Background: an optimization exercise with open tools, aiming at small area, a short achievable clock period and few clock cycles per item. Do not read the settings as production practice.
The RTL of this run was laid out without a check of its function.

[flow/config.mk]
export PLATFORM = sky130hd
export DESIGN_NAME = exec_cluster
export DESIGN_NICKNAME = exec_cluster
export VERILOG_FILES = /design/flow/design.v
export SDC_FILE = /design/flow/constraint.sdc
export NUM_CORES = 4
export LEC_CHECK = 0
export CAP_MARGIN = 20
export CORE_MARGIN = 2
export CORE_UTILIZATION = 40
export PLACE_DENSITY = 0.6
export SETUP_SLACK_MARGIN = 3.0
export SLEW_MARGIN = 20
[flow/constraint.sdc]
create_clock -name core_clock -period 8.0 [get_ports {clk}]
set_input_delay 1.6000 -clock core_clock [delete_from_list [all_inputs] [get_ports {clk}]]
set_output_delay 1.6000 -clock core_clock [all_outputs]
set_load 0.01 [all_outputs]
[flow/design.v]
`timescale 1ns/10ps
package exec_pkg;
  localparam int WINDOW = 4;
endpackage
`timescale 1ns/10ps
`timescale 1ns/10ps
`timescale 1ns/10ps
`default_nettype none
module alu_lane (
  input  logic        sub,       
  input  logic        left,      
  input  logic        arith,     
  input  logic        sel_add,
  input  logic        sel_sh,
  input  logic        sel_slt,
  input  logic        sel_sltu,
  input  logic        sel_xor,
  input  logic        sel_or,
  input  logic        sel_and,
  input  logic        sel_a,
  input  logic [31:0] a,
  input  logic [31:0] b,
  input  logic        xsh,
  input  logic [31:0] xv,
  input  logic [4:0]  xamt,
  output logic [31:0] y,
  output logic [31:0] xy
);
  logic [33:0] s2;
  logic [32:0] sum;
  logic        lt_u;
  logic        lt_s;
  logic [31:0] sh_in;
  logic [31:0] sh_out;
  logic [31:0] sh_res;
  logic        fill;
  logic        sl;
  logic [31:0] sv;
  logic [4:0]  samt;
  assign s2   = {1'b0, a, 1'b1} + {1'b0, b ^ {32{sub}}, sub};
  assign sum  = s2[33:1];
  assign lt_u = ~sum[32];
  assign lt_s = (a[31] ^ b[31]) ? a[31] : sum[31];
  assign sl   = left | xsh;
  assign sv   = xsh ? xv : a;
  assign samt = xsh ? xamt : b[4:0];
  always_comb begin
    for (int i = 0; i < 32; i++) sh_in[i] = sl ? sv[31-i] : sv[i];
  end
  assign fill   = arith & a[31] & ~xsh;
  assign sh_out = 32'($signed({fill, sh_in}) >>> samt);
  always_comb begin
    for (int i = 0; i < 32; i++) sh_res[i] = sl ? sh_out[31-i] : sh_out[i];
  end
  assign xy = sh_res;
  assign y = ({32{sel_add}} & sum[31:0])
           | ({32{sel_sh}}  & sh_res)
           | {31'b0, (sel_slt & lt_s) | (sel_sltu & lt_u)}
           | ({32{sel_xor}} & (a ^ b))
           | ({32{sel_or}}  & (a | b))
           | ({32{sel_and}} & (a & b))
           | ({32{sel_a}}   & a);
endmodule
`default_nettype wire
`timescale 1ns/10ps
`default_nettype none
module muldiv_lane (
  input  logic        clk,
  input  logic        rst_n,
  input  logic        start,
  input  logic [2:0]  ld_op,
  input  logic [31:0] ld_a,
  input  logic [31:0] ld_b,
  input  logic [2:0]  ld_slot,
  input  logic        ack,
  input  logic        sh_free,    
  input  logic [31:0] sh_y,       
  output logic        align_n,    
  output logic [4:0]  sh_amt,
  output logic [31:0] sh_v,
  output logic        free,
  output logic [2:0]  slot_q,
  output logic        fix_n,      
  output logic [2:0]  slot_n,     
  output logic [6:0]  msel_n,     
  output logic [31:0] m0,         
  output logic [31:0] m1,
  output logic [31:0] m2,
  output logic [31:0] m3,
  output logic [31:0] m4,
  output logic [31:0] m5,
  output logic [31:0] m6
);
  localparam logic [2:0] S_IDLE = 3'd0, S_NEG = 3'd1, S_DPREP = 3'd2, S_ALIGN = 3'd3,
                         S_STEP = 3'd4, S_CORR = 3'd5, S_NEGR = 3'd6, S_FIX = 3'd7;
  logic [2:0]  state, state_n;
  logic [2:0]  op_q;
  logic        neg_q;     
  logic [6:0]  msel;      
  logic [4:0]  cnt;
  logic [8:0]  bsel;      
  logic [32:0] X;         
  logic [35:0] L;         
  logic [32:0] Z;         
  function automatic logic [5:0] blen(input logic [31:0] w);
    blen = 6'd0;
    for (int i = 0; i < 32; i++) if (w[i]) blen = 6'(i + 1);
  endfunction
  function automatic logic [2:0] booth1(input logic [2:0] w);
    booth1[2] = w[1] ^ w[0];
    booth1[1] = (w[2] & ~w[1] & ~w[0]) | (~w[2] & w[1] & w[0]);
    booth1[0] = w[2] & ~(w[1] & w[0]);
  endfunction
  function automatic logic [8:0] booth3(input logic [6:0] w);
    booth3 = {booth1(w[2:0]), booth1(w[4:2]), booth1(w[6:4])};
  endfunction
  localparam logic [8:0] DIV_SEL = 9'b100_000_000;
  logic        ld_mul;
  logic        a_sgn, b_sgn, ea, eb;
  logic        a6, a18, b6, b18;
  logic [1:0]  ca, cb, cm;
  logic        swap;
  logic        ld_hi;
  logic [32:0] mult, mcand;
  logic [6:0]  msel_ld;
  assign ld_mul = ~ld_op[2];
  assign a_sgn  = (ld_op != 3'd3) && (ld_op != 3'd5) && (ld_op != 3'd7);
  assign b_sgn  = (ld_op == 3'd0) || (ld_op == 3'd1) || (ld_op == 3'd4) || (ld_op == 3'd6);
  assign ea     = a_sgn & ld_a[31];
  assign eb     = b_sgn & ld_b[31];
  assign a6     = (ld_a[31:5]  == {27{ea}});
  assign a18    = (ld_a[31:17] == {15{ea}});
  assign b6     = (ld_b[31:5]  == {27{eb}});
  assign b18    = (ld_b[31:17] == {15{eb}});
  assign ca     = a6 ? 2'd0 : (a18 ? 2'd1 : 2'd2);
  assign cb     = b6 ? 2'd0 : (b18 ? 2'd1 : 2'd2);
  assign swap   = (ca < cb);
  assign cm     = swap ? ca : cb;
  assign mult   = swap ? {ea, ld_a} : {eb, ld_b};
  assign mcand  = swap ? {eb, ld_b} : {ea, ld_a};
  assign ld_hi  = (ld_op[1:0] != 2'd0);
  always_comb begin
    msel_ld = 7'd0;
    if (!ld_mul)            msel_ld[ld_op[1] ? 5 : 0] = 1'b1;
    else if (cm == 2'd0)    msel_ld[ld_hi ? 4 : 6] = 1'b1;
    else if (cm == 2'd1)    msel_ld[ld_hi ? 3 : 1] = 1'b1;
    else                    msel_ld[ld_hi ? 2 : 0] = 1'b1;
  end
  logic [31:0] nsrc;
  logic [31:0] nx;
  assign nsrc = (state == S_NEGR && !op_q[1]) ? L[31:0] : X[31:0];
  assign nx   = ~nsrc + 32'd1;
  logic [5:0]  bx, bz;
  logic [5:0]  sdiff;
  logic        zdiv, qzero;
  assign bx    = blen(X[31:0]);
  assign bz    = blen(Z[32] ? {~Z[31:1], 1'b1} : Z[31:0]);
  assign sdiff = bx - bz;
  assign zdiv  = (Z[31:0] == 32'd0);
  assign qzero = (bx < bz);
  assign sh_amt = cnt;
  assign sh_v   = Z[31:0];
  logic        is_mul_q;
  logic        one0, two0, neg0, one1, two1, neg1, one2, two2, neg2;
  logic [39:0] zs, bm0, bm1, bm2, r0, r1, r2, oa, ob, oc, od, s1, c1, s2, c2;
  logic [40:0] s3;
  logic [39:0] sum;
  logic        ge;
  assign is_mul_q = ~op_q[2];
  assign {one0, two0, neg0, one1, two1, neg1, one2, two2, neg2} = bsel;
  assign zs  = {{7{Z[32]}}, Z};
  assign bm0 = ({40{one0}} & zs) | ({40{two0}} & {zs[38:0], 1'b0});
  assign bm1 = ({40{one1}} & zs) | ({40{two1}} & {zs[38:0], 1'b0});
  assign bm2 = ({40{one2}} & zs) | ({40{two2}} & {zs[38:0], 1'b0});
  assign r0  = bm0 ^ {40{neg0}};
  assign r1  = bm1 ^ {40{neg1}};
  assign r2  = bm2 ^ {40{neg2}};
  assign oa  = {{7{X[32]}}, X};
  assign ob  = r0;
  assign oc  = {r1[37:0], neg2, neg2};
  assign od  = {r2[35:0], neg2, neg1, neg2, neg2};
  assign s1  = oa ^ ob ^ oc;
  assign c1  = {((oa[38:0] & ob[38:0]) | (oa[38:0] & oc[38:0]) | (ob[38:0] & oc[38:0])), neg2};
  assign s2  = s1 ^ c1 ^ od;
  assign c2  = {((s1[38:0] & c1[38:0]) | (s1[38:0] & od[38:0]) | (c1[38:0] & od[38:0])), neg2};
  assign s3  = {s2, 1'b1} + {c2, neg0};
  assign sum = s3[40:1];
  assign ge  = ~sum[39];
  assign m0 = L[31:0];                        
  assign m1 = {X[13:0], L[35:18]};            
  assign m2 = {X[27:0], L[35:32]};            
  assign m3 = {{13{X[32]}}, X[32:14]};        
  assign m4 = {{25{X[32]}}, X[32:26]};        
  assign m5 = X[31:0];                        
  assign m6 = {X[25:0], L[35:30]};            
  logic [2:0] ld_state;
  assign ld_state = ld_mul ? S_STEP : (ea ? S_NEG : S_DPREP);
  assign free     = (state == S_IDLE) || (state == S_FIX && ack);
  always_comb begin
    case (state)
      S_NEG:   state_n = S_DPREP;
      S_DPREP: state_n = S_ALIGN;
      S_ALIGN: state_n = sh_free ? S_STEP : S_ALIGN;
      S_STEP:  state_n = (cnt != 5'd0) ? S_STEP :
                         (is_mul_q ? S_FIX : (op_q[1] ? S_CORR : (neg_q ? S_NEGR : S_FIX)));
      S_CORR:  state_n = neg_q ? S_NEGR : S_FIX;
      S_NEGR:  state_n = S_FIX;
      S_FIX:   state_n = !ack ? S_FIX : (start ? ld_state : S_IDLE);
      default: state_n = start ? ld_state : S_IDLE;
    endcase
    if (!rst_n) state_n = S_IDLE;
  end
  assign fix_n   = (state_n == S_FIX);
  assign align_n = (state_n == S_ALIGN);
  assign slot_n = (free && start) ? ld_slot : slot_q;
  assign msel_n = (free && start) ? msel_ld : msel;
  always_ff @(posedge clk) begin
    state <= state_n;
  end
  always_ff @(posedge clk) begin
    case (state)
      S_NEG: begin
        X[31:0] <= nx;
      end
      S_DPREP: begin
        if (zdiv) L[31:0] <= 32'hffff_ffff;
        cnt <= (zdiv || qzero) ? 5'd0 : sdiff[4:0];
      end
      S_ALIGN: begin
        if (sh_free) Z[31:0] <= sh_y;
      end
      S_CORR: begin
        if (X[32]) X <= sum[32:0];
      end
      S_NEGR: begin
        if (op_q[1]) X[31:0] <= nx;
        else         L[31:0] <= nx;
      end
      S_STEP: begin
        cnt <= cnt - 5'd1;
        if (is_mul_q) begin
          X    <= sum[38:6];
          L    <= {sum[5:0], L[35:6]};
          bsel <= booth3(L[11:5]);
        end else begin
          X <= sum[32:0];
          L <= {L[34:0], ge};
          if (cnt != 5'd0) Z <= {Z[32], Z[32:1]};
          bsel[6] <= (cnt == 5'd0) ? Z[32] : (ge ^ Z[32]);
        end
      end
      default: begin
        if (free && start) begin
          op_q   <= ld_op;
          slot_q <= ld_slot;
          msel   <= msel_ld;
          if (ld_mul) begin
            X    <= 33'd0;
            L    <= {{3{mult[32]}}, mult};
            Z    <= mcand;
            bsel <= swap ? booth3({ld_a[5:0], 1'b0}) : booth3({ld_b[5:0], 1'b0});
            cnt  <= (cm == 2'd0) ? 5'd0 : ((cm == 2'd1) ? 5'd2 : 5'd5);
          end else begin
            X      <= {1'b0, ld_a};
            L      <= 36'd0;
            Z      <= {eb, ld_b};
            bsel   <= DIV_SEL | {2'b00, ~eb, 6'b000000};
            neg_q  <= ld_op[1] ? ea : ((ea ^ eb) && (ld_b != 32'd0));
          end
        end
      end
    endcase
  end
endmodule
`default_nettype wire
`timescale 1ns/10ps
`timescale 1ns/10ps
`default_nettype none
module exec_cluster (
  input  logic        clk,
  input  logic        rst_n,
  input  logic        in_valid,
  input  logic [6:0]  in_funct7,
  input  logic [2:0]  in_funct3,
  input  logic [31:0] in_a,
  input  logic [31:0] in_b,
  output logic        in_credit,
  input  logic        out_credit,
  output logic        out_valid,
  output logic [3:0]  out_tag,
  output logic [31:0] out_value
);
  logic        ir_v;
  logic        ir_md;
  logic [2:0]  ir_f3;
  logic [31:0] ir_a;
  logic [31:0] ir_b;
  logic        ir_sub, ir_left, ir_arith;
  logic        ir_add, ir_sh, ir_slt, ir_sltu, ir_xor, ir_or, ir_and;
  logic        d_md, d_alt;
  assign d_md  = (in_funct7 == 7'b0000001);
  assign d_alt = (in_funct7 == 7'b0100000);
  always_ff @(posedge clk) begin
    if (!rst_n) ir_v <= 1'b0;
    else        ir_v <= in_valid;
  end
  always_ff @(posedge clk) begin
    ir_md    <= d_md;
    ir_f3    <= in_funct3;
    ir_a     <= in_a;
    ir_b     <= in_b;
    ir_sub   <= (in_funct3 == 3'd0) ? d_alt : 1'b1;
    ir_left  <= (in_funct3 == 3'd1);
    ir_arith <= d_alt && (in_funct3 == 3'd5);
    ir_add   <= !d_md && (in_funct3 == 3'd0);
    ir_sh    <= !d_md && (in_funct3 == 3'd1 || in_funct3 == 3'd5);
    ir_slt   <= !d_md && (in_funct3 == 3'd2);
    ir_sltu  <= !d_md && (in_funct3 == 3'd3);
    ir_xor   <= !d_md && (in_funct3 == 3'd4);
    ir_or    <= !d_md && (in_funct3 == 3'd6);
    ir_and   <= !d_md && (in_funct3 == 3'd7);
  end
  localparam int NS = 8;    
  localparam int NQ = 4;    
  logic [31:0] s_lo [NS];   
  logic [NS-1:0] s_done;
  logic [2:0]  wr_ptr;
  logic [2:0]  rd_ptr;      
  logic [4:0]  cred;        
  logic [3:0]  cup;         
  logic [3:0]  inflight;    
  logic [2:0]  npend;       
  logic [NS-1:0] osel;      
  logic [6:0]  omd;         
  logic [31:0] q_b [NQ];
  logic [2:0]  q_op [NQ];
  logic [2:0]  q_slot [NQ];
  logic [1:0]  qh, qt;
  logic [2:0]  qn;
  logic [NQ-1:0] qsel;      
  logic [NS-1:0] asel;      
  logic [31:0] alu_y;
  logic        md_align_n;
  logic        xsh;         
  logic [4:0]  md_sh_amt;
  logic [31:0] md_sh_v;
  logic [31:0] sh_y;
  logic        sh_free;
  always_ff @(posedge clk) begin
    xsh <= md_align_n && !(in_valid && !d_md && (in_funct3 == 3'd1 || in_funct3 == 3'd5));
  end
  assign sh_free = xsh;
  alu_lane u_alu (
    .sub     (ir_sub),
    .left    (ir_left),
    .arith   (ir_arith),
    .sel_add (ir_add),
    .sel_sh  (ir_sh),
    .sel_slt (ir_slt),
    .sel_sltu(ir_sltu),
    .sel_xor (ir_xor),
    .sel_or  (ir_or),
    .sel_and (ir_and),
    .sel_a   (ir_md),
    .a       (ir_a),
    .b       (ir_b),
    .xsh     (xsh),
    .xv      (md_sh_v),
    .xamt    (md_sh_amt),
    .y       (alu_y),
    .xy      (sh_y)
  );
  logic        md_free;
  logic [2:0]  md_slot;
  logic        md_fix_n;
  logic [2:0]  md_slot_n;
  logic [6:0]  md_msel_n;
  logic [31:0] mw [7];
  logic        md_start;
  logic        any_wait;
  logic        ir_start;
  logic        q_push;
  logic        q_pop;
  logic [2:0]  ld_op;
  logic [31:0] ld_a;
  logic [31:0] ld_b;
  logic [2:0]  ld_slot;
  logic        head_fix;
  logic        emit;
  assign any_wait = |qsel;
  assign ir_start = md_free && !any_wait && ir_v && ir_md;
  assign md_start = md_free && (any_wait || (ir_v && ir_md));
  assign q_push   = ir_v && ir_md && !ir_start;
  assign q_pop    = md_start && any_wait;
  always_comb begin
    ld_op   = {3{!any_wait}} & ir_f3;
    ld_a    = {32{!any_wait}} & ir_a;
    ld_b    = {32{!any_wait}} & ir_b;
    ld_slot = {3{!any_wait}} & wr_ptr;
    for (int i = 0; i < NQ; i++) begin
      ld_op   = ld_op   | ({3{qsel[i]}} & q_op[i]);
      ld_b    = ld_b    | ({32{qsel[i]}} & q_b[i]);
      ld_slot = ld_slot | ({3{qsel[i]}} & q_slot[i]);
    end
    for (int i = 0; i < NS; i++) ld_a = ld_a | ({32{asel[i]}} & s_lo[i]);
  end
  muldiv_lane u_md (
    .clk    (clk),
    .rst_n  (rst_n),
    .start  (md_start),
    .ld_op  (ld_op),
    .ld_a   (ld_a),
    .ld_b   (ld_b),
    .ld_slot(ld_slot),
    .ack    (emit && head_fix),
    .sh_free(sh_free),
    .sh_y   (sh_y),
    .align_n(md_align_n),
    .sh_amt (md_sh_amt),
    .sh_v   (md_sh_v),
    .free   (md_free),
    .slot_q (md_slot),
    .fix_n  (md_fix_n),
    .slot_n (md_slot_n),
    .msel_n (md_msel_n),
    .m0     (mw[0]),
    .m1     (mw[1]),
    .m2     (mw[2]),
    .m3     (mw[3]),
    .m4     (mw[4]),
    .m5     (mw[5]),
    .m6     (mw[6])
  );
  logic [2:0]  rd_ptr_n;
  logic        head_fix_n;
  logic [1:0]  qh_n;
  logic [2:0]  qn_n;
  logic [2:0]  qslot_n;
  always_comb begin
    rd_ptr_n   = rd_ptr + 3'(emit);
    head_fix_n = md_fix_n && (md_slot_n == rd_ptr_n);
    qh_n       = qh + 2'(q_pop);
    qn_n       = qn + 3'(q_push) - 3'(q_pop);
    qslot_n    = (q_push && qt == qh_n) ? wr_ptr : q_slot[qh_n];
  end
  assign head_fix  = |omd;
  assign emit      = (s_done[rd_ptr] || head_fix) && (cred != 5'd0);
  assign out_valid = emit;
  assign out_tag   = {1'b0, rd_ptr};
  assign in_credit = ({1'b0, inflight} + {1'b0, cup} - 5'(emit) < 5'(NS)) &&
                     ({1'b0, npend} + cup < 4'(NQ));
  always_comb begin
    out_value = 32'd0;
    for (int i = 0; i < NS; i++) out_value = out_value | ({32{osel[i]}} & s_lo[i]);
    for (int k = 0; k < 7; k++) out_value = out_value | ({32{omd[k]}} & mw[k]);
  end
  always_ff @(posedge clk) begin
    if (!rst_n) begin
      wr_ptr   <= 3'd0;
      rd_ptr   <= 3'd0;
      cred     <= 5'd0;
      cup      <= 4'd4;
      inflight <= 4'd0;
      npend    <= 3'd0;
      s_done   <= '0;
      osel     <= 8'b0000_0001;
      omd      <= 7'd0;
      qh       <= 2'd0;
      qt       <= 2'd0;
      qn       <= 3'd0;
      qsel     <= '0;
      asel     <= '0;
    end else begin
      rd_ptr   <= rd_ptr_n;
      cred     <= cred + 5'(out_credit) - 5'(emit);
      cup      <= cup - 4'(in_valid) + 4'(in_credit);
      inflight <= inflight + 4'(in_valid) - 4'(emit);
      npend    <= npend + 3'(in_valid && d_md) - 3'(md_start);
      if (ir_v) wr_ptr <= wr_ptr + 3'd1;
      for (int i = 0; i < NS; i++) begin
        osel[i] <= !head_fix_n && (rd_ptr_n == 3'(i));
        if (emit && rd_ptr == 3'(i)) s_done[i] <= 1'b0;
        if (ir_v && wr_ptr == 3'(i)) s_done[i] <= !ir_md;
        asel[i] <= (qn_n != 3'd0) && (qslot_n == 3'(i));
      end
      omd <= {7{head_fix_n}} & md_msel_n;
      qh  <= qh_n;
      qn  <= qn_n;
      if (q_push) qt <= qt + 2'd1;
      for (int i = 0; i < NQ; i++) qsel[i] <= (qn_n != 3'd0) && (qh_n == 2'(i));
    end
  end
  always_ff @(posedge clk) begin
    for (int i = 0; i < NS; i++) begin
      if (ir_v && wr_ptr == 3'(i)) s_lo[i] <= alu_y;
    end
    if (q_push) begin
      q_b[qt]    <= ir_b;
      q_op[qt]   <= ir_f3;
      q_slot[qt] <= wr_ptr;
    end
  end
endmodule
`default_nettype wire
[flow/run.sh]
#!/bin/bash
# synth_recipe.tcl (not shown) runs the flow's synth.tcl, then flattens the netlist and writes it again
# the make line also repeats each setting of config.mk as NAME=value (left out here)
make -C /OpenROAD-flow-scripts/flow DESIGN_CONFIG=/design/flow/config.mk WORK_HOME=/design/flow/orfs CLKGATE_MAP_FILE= SYNTH_SCRIPT=/design/flow/synth_recipe.tcl finish
==> results.txt <==
[path summary, 6_finish.rpt]
| kind | startpoint | end | depth (start not counted) |
|---|---|---|---|
| worst max-delay path | u_md.Z[7]$_DFFE_PP_ | u_md.bsel[6]$_DFFE_PP_ | 22 |
| worst min register to register | qt[1]$_SDFFE_PN0P_ | qt[1]$_SDFFE_PN0P_ | 2 |
| worst min-delay path | qt[1]$_SDFFE_PN0P_ | qt[1]$_SDFFE_PN0P_ | 2 |
| worst max register to register | u_md.Z[7]$_DFFE_PP_ | u_md.bsel[6]$_DFFE_PP_ | 22 |
[cell families after synthesis]
family / Yosys count
AOI/OAI and AO/OA: 1378
and+or+nand+nor: 1037
DFF: 684
buffers and inverters: 638
adders and majority gates: 273
xor gates and xnor gates: 266
muxes: 248
other: 1
[cell type report]
type,instances,area [um^2]
Multi-Input combinational cell,3205,24560
Clock buffer,95,2054
Timing Repair Buffer,386,3415
Inverter,299,1126
Fill cell,10500,59710
Antenna cell,3,7.507
Tap cell,1500,1877
Sequential cell,684,19080
Clock inverter,45,509.2
[state kept, by name (all words and copies together) (netlist names), 4 cells and up]
signal / count
osel: 8
u_md.msel: 7
q_b: 128
cred: 5
qsel: 4
u_md.X: 33
cup: 4
asel: 8
omd: 7
ir_b: 32
u_md.cnt: 5
u_md.bsel: 9
u_md.Z: 33
q_slot: 12
inflight: 4
s_lo: 256
ir_a: 32
s_done: 8
q_op: 12
u_md.L: 36
[worst max-delay path: stages, from the launching register on]
cell and delay [ns]:
edfxtp_1 0.52, buf_6 0.18, a22oi_2 0.17, xnor2_2 0.10, fa_1 0.51, inv_2 0.04
fa_1 0.51, inv_2 0.05, ha_4 0.23, a21o_1 0.15, a21o_1 0.15, a21o_1 0.15
a21o_1 0.16, a21oi_2 0.12, o211a_4 0.18, o31ai_4 0.07, o221ai_2 0.24, nand3b_4 0.11
a221o_2 0.38, a31o_1 0.19, a211oi_2 0.25, mux2_1 0.35, o221a_1 0.22
[layer usage]
layer  GRT usage  wire, um
met5           0        27
met4      0.2141     16210
met3     0.09143     25150
met2      0.4765     82220
met1      0.4234     73340
[cells in the mapped netlist, types with 12 or more instances]
cell type / number
nor2b_1: 27
nor4_1: 21
mux2i_1: 185
a21o_1: 48
nand2b_1: 29
buf_1: 37
a21oi_1: 278
inv_1: 294
nand3_1: 60
a221o_1: 56
and2_1: 35
nand4_1: 85
or3_1: 21
a31oi_1: 16
ha_1: 195
o211ai_1: 35
o21bai_1: 23
buf_2: 29
a221oi_1: 65
nor3_1: 73
mux2_2: 57
and3_1: 37
dfxtp_1: 147
o21ai_0: 155
a222oi_1: 38
o21ai_1: 18
clkbuf_1: 255
xnor2_1: 168
edfxtp_1: 537
xor2_1: 98
a22o_1: 34
o21a_1: 20
nand2_1: 311
fa_1: 78
o22ai_1: 36
a211oi_1: 25
o31ai_1: 12
a22oi_1: 429
nand4b_1: 12
o221ai_1: 22
nor2_1: 272
[per-stage QoR]
step                setup WS [ns]  utilization
global placement            2.186       0.4279
CTS                         2.656       0.4597
finish                      2.686       0.4685
detailed placement          2.138       0.4281
global route                2.544       0.4684
floorplan                   2.874            -
[what timing repair did]
action,4_1_cts,5_1_grt
cloned,2,1
pin swaps,33,67
endpoints found under the setup margin,86,136
setup buffers,78,50
endpoints found under the hold margin,0,0
resized for setup,78,123
==> results.txt <==
vias in the first global route=37,790; Area contributors post-synth=edfxtp_1, a22oi_1, dfxtp_1, ha_1, mux2i_1; Post-synth EDFFs=537; Initial Utilization=0.4027; gr usage total=0.3267; startpoint types=flip-flop; cell area after synthesis=45,240 um^2; Slew headroom=0.1523; drt initial violations=6,768; CP max FO=3; post-synthesis mux area share=0.05786; Adder-Cell Fraction of Synth Area=0.08845; Wirelength per Cell=31.68 um; Root Driver=clkbuf_16; CTS clk-pin slew, worst paths=~0.070 ns; Num CTS Buffers=76; Arr. time, crit path=~5.7 ns; sequential-to-total area share from yosys stat=0.4215; nets=5,003; Final Hold Vio Count=0; cell taking the most area after synthesis=edfxtp_1; final instance area=52,630 um^2; Synth top area share=0.3565; initial antenna violation count=3; share of layout cells above drive strength 1=0.1392; WL final=196,900 um; setup TNS=0 ns; Reg2Reg Setup Slack=2.69 ns; synth warn=6; Synth Flop Type=edfxtp_1; Synth cell types=slightly above 100; ys async rst share=0; synthesized flop and latch total=roughly 680; # port buffers=114; skew final=between 0.05 and 0.06 ns; row count=123; die width=340.3 um; Final Slew Violations=0; Final ANT Viol Nets=0; Max Cap Violations=0; DR vias/cell=6.535; final non-filler cell total=6,217; commonest non-fill, non-tap cell in the layout=edfxtp_1; fin crit period=5.314 ns; first-pass GRT wire length=roughly 280,000 um; htree depth=3; final period utilization=0.6642; synthesis-to-layout area growth=16.35%; clock tree buffer depth=3; Hold Slack=0.4990 ns; Placed Instances=5,942; clock latency at the later pin of the worst-skew pair=0.70 ns; CTS Hold Buffers Added=0; syn_area_per_cell=roughly 10 um^2; core area=112,300 um^2; worst-margin pin slew=1.263 ns; outcome=complete, no violations; syn_nets=4,876; IO Count=116; Max Fclk=188.2 MHz; Placed Instance Area=between 40,000 and 50,000 um^2; RSZ-0062 raised after global routing=yes; vias=slightly above 40,000; DP Wirelength=136,000 um; die area=115,800 um^2; Crit path required time=8.40 ns; height of the die=340.3 um; Final Wtd Congestion=between 1 and 1.5; worst hold path type=flip-flop to flip-flop; main combinational cell family by area after synthesis=compound AO/OA/AOI/OAI gates; drt pass-1 iters=9; remaining global-route overflow=0; Synth Area in XOR/XNOR=0.05150; Setup crit end kind=flip-flop; most frequent cells in the layout=edfxtp_1, a22oi_1, nand2_1, inv_1, nor2_1; Critical Setup Path Class=flip-flop to flip-flop; CTS Sinks=684; Final Setup Violations=0; Synth Area in Compound Gates=0.2141; simple logic cell fraction of the synthesized area=0.1107; pin count of the biggest net entering global routing=63; cell count after synthesis=4,525; TritonCTS clock tree=done; DRC viols=0

afterwards: timing with drivers on the ports:
The results above use ideal ports. As a check the final layout listed here was re-extracted and re-timed, cells and wires unchanged.
Step 1: set_driving_cell puts a clkbuf_16 on clk and a buf_2 on each other input, an assumption about the parent block.
Step 2, shift: input delay + t, output delay - t, t = (earliest + latest rising clock arrival at the registers) / 2. This alone moves slack from input paths to output paths.
Slacks: ideal ports / drivers / drivers and shift; pairs: ideal ports / drivers.
t, ns: 0.741
slack for setup (ns): 2.686 / 2.686 / 2.686
worst setup path after step 2: register to register
latest minus earliest clock arrival (ns): 0.060 / 0.060
worst register clock-pin slew, ns: 0.08 / 0.08
After both steps setup and hold are still met in this run. For this run, drivers alone change the setup slack by 0.000 ns; drivers and shift together by 0.000 ns.
